This is an optimization exercise on Yosys and OpenROAD, whose aim is a short achievable clock period and few clock cycles, not a production implementation.
In this exercise RTL edits were held to simulation tests only and were not proved equivalent to the original.
No activity file was given, so power comes from the tool's default toggle rates.

// mips_core
module mips_core #(
	parameter int imem_words = 32,
	parameter int dmem_words = 32
) (
	input  logic                            clk,
	input  logic                            rst,
	input  logic                            run,
	input  logic                            prog_we,
	input  logic [$clog2(imem_words)-1:0]   prog_addr,
	input  core_pkg::word_t                 prog_data,
	output logic                            commit,
	output core_pkg::word_t                 commit_pc,
	output logic                            commit_we,
	output logic [core_pkg::reg_addr_w-1:0] commit_reg,
	output core_pkg::word_t                 commit_data,
	output logic                            commit_mem_we,
	output core_pkg::word_t                 commit_mem_addr,
	output logic                            halted
);
clock: 8.0 ns
lec_check: 0
cap_margin: 20
core_margin: 2
core_utilization: 40
place_density: 0.5
setup_slack_margin: 5
slew_margin: 20
tns_end_percent: 20
standard.sh (not shown) runs the stock make flow with config.mk's settings and CLKGATE_MAP_FILE= SYNTH_SCRIPT=/design/flow/synth_recipe.tcl, a recipe that flattens the netlist after the stock synthesis.
==> flow/flow/run.sh <==
#!/bin/bash
# The standard layout (the standard.sh: its synthesis, floorplan, placement,
# clock tree, routing and finish), with two changes to how repair works:
#  - the port buffers are sky130_fd_sc_hd__buf_4 instead of the delay buffer
#    buffer_ports picks on its own (every port still gets its buffer);
#  - repair may resize a cell to any cell of the same function, not only to
#    one of the same footprint.
set -euo pipefail
bash standard.sh \
	"BUFFER_PORTS_ARGS=-buffer_cell sky130_fd_sc_hd__buf_4" \
	MATCH_CELL_FOOTPRINT=0 \
	finish > standard.log 2>&1
The first run completed with no timing, DRC or antenna violations.
Testbench counts at the start, summed over its fixed seeds: cycles 3,430.
==> next run, changes <==
--- a/flow/design.v
+++ b/flow/design.v
@@ -155,13 +155,14 @@
 	logic ex_go;       
 	logic ex_live;     
 	logic mispredict;
 	logic mp_q;        
 	logic [5:0] alt_q;
 	logic halt_now;
-	logic w0_prev;     
+	logic       pq2_we;    
+	logic [4:0] pq2_addr;
 	logic [5:0] p0next;
 	pword_t ir;
 	logic [4:0] ir_pc;
 	logic       ir_oob;
 	logic [31:1] ir_rs_oh;   
 	logic [31:1] ir_rt_oh;
@@ -189,13 +190,14 @@
 	logic        ex_ptaken;
 	logic [5:0]  ex_alt;
 	logic        ex_zero;   
 	logic [31:0] ex_doh;    
 	logic [31:0] ex_dsh;    
 	assign fresh   = !(pq_we && (pq_addr == 5'd0 || pq_addr == ir_pc ||
-		pq_addr == ir.pnext[4:0] || pq_addr == ir.alt[4:0] || pq_addr == ex_alt[4:0])) && !w0_prev;
+		pq_addr == ir.pnext[4:0] || pq_addr == ir.alt[4:0] || pq_addr == ex_alt[4:0])) &&
+		!(pq2_we && (pq2_addr == 5'd0 || pq2_addr == ir_pc));
 	assign start   = !started && run && fresh;
 	assign sel_run = started || start;
 	assign ex_go   = ex_valid || start;
 	assign ex_live = ex_valid || !started;
 	pword_t w0;
 	pword_t rd_a;
@@ -209,14 +211,12 @@
 	begin
 		w0 = imem[0];
 		if (pq_we && pq_addr == 5'd0)
 			w0 = pd;
 		rd_a = imem[ir.pnext[4:0]];
 		rd_i = imem[p0next[4:0]];
-		if (pq_we && pq_addr == p0next[4:0])
-			rd_i = pd;
 		rd_b = imem[alt_q[4:0]];
 		rd_c = imem[ir.alt[4:0]];
 		if (mp_q)
 		begin
 			f_word = rd_b;
 			f_pc   = alt_q[4:0];
@@ -315,13 +315,14 @@
 			ir_oob   <= f_oob;
 			ir_rs_oh <= f_rs_oh[31:1];
 			ir_rt_oh <= f_rt_oh[31:1];
 		end
 		p0next  <= w0.pnext;
 		alt_q   <= ex_alt;
-		w0_prev <= pq_we && pq_addr == 5'd0;
+		pq2_we   <= pq_we;
+		pq2_addr <= pq_addr;
 	end
 	always_ff @(posedge clk)
 	begin
 		if (rst)
 		begin
 			started  <= 1'b0;
After rerunning:
- flip-flop and latch count is higher by 5
- count of clock-buffer cells in the layout is lower by 16
- routed wire length is lower by 2.0%
- power is higher by 4.6%
- worst setup slack gets worse by 47 ps
- cell area hardly moves
- non-clock buffer count is higher by 44
- worst hold slack gets worse by 3.0 ps
- cell count is lower by 0.76%
- utilization is higher by 0.24 points
- die area is lower by 0.48%
Testbench counts after the change, summed over its fixed seeds: cycles 3,430.

-- static timing again, ports no longer ideal --
The flow's constraints put no driver on any port. The routed layouts listed below were extracted and timed again, unchanged, in two steps. Step 1, drivers: a clkbuf_16 drives clk and a buf_2 each remaining input, both assumed. Step 2 adds t to the input delays and takes it off the output delays; t is the mean of the earliest and latest rising clock arrival at the registers after step 1. Input paths then give back, and output paths get back, about the clock's delay inside the block. Three values: ideal, step 1, step 2; two values: the first two.
run | shift t [ns] | setup WS [ns] | slew at the worst register clock pin (ns)
the first run | 1.176 | 4.406 / 4.406 / 3.576 | 0.07 / 0.07
the second run | 1.188 | 4.359 / 4.359 / 3.826 | 0.07 / 0.07
After both steps setup and hold are still met in every run listed. For the first run, which loses most, drivers alone change the setup slack by 0.000 ns; drivers and shift together by -0.830 ns.
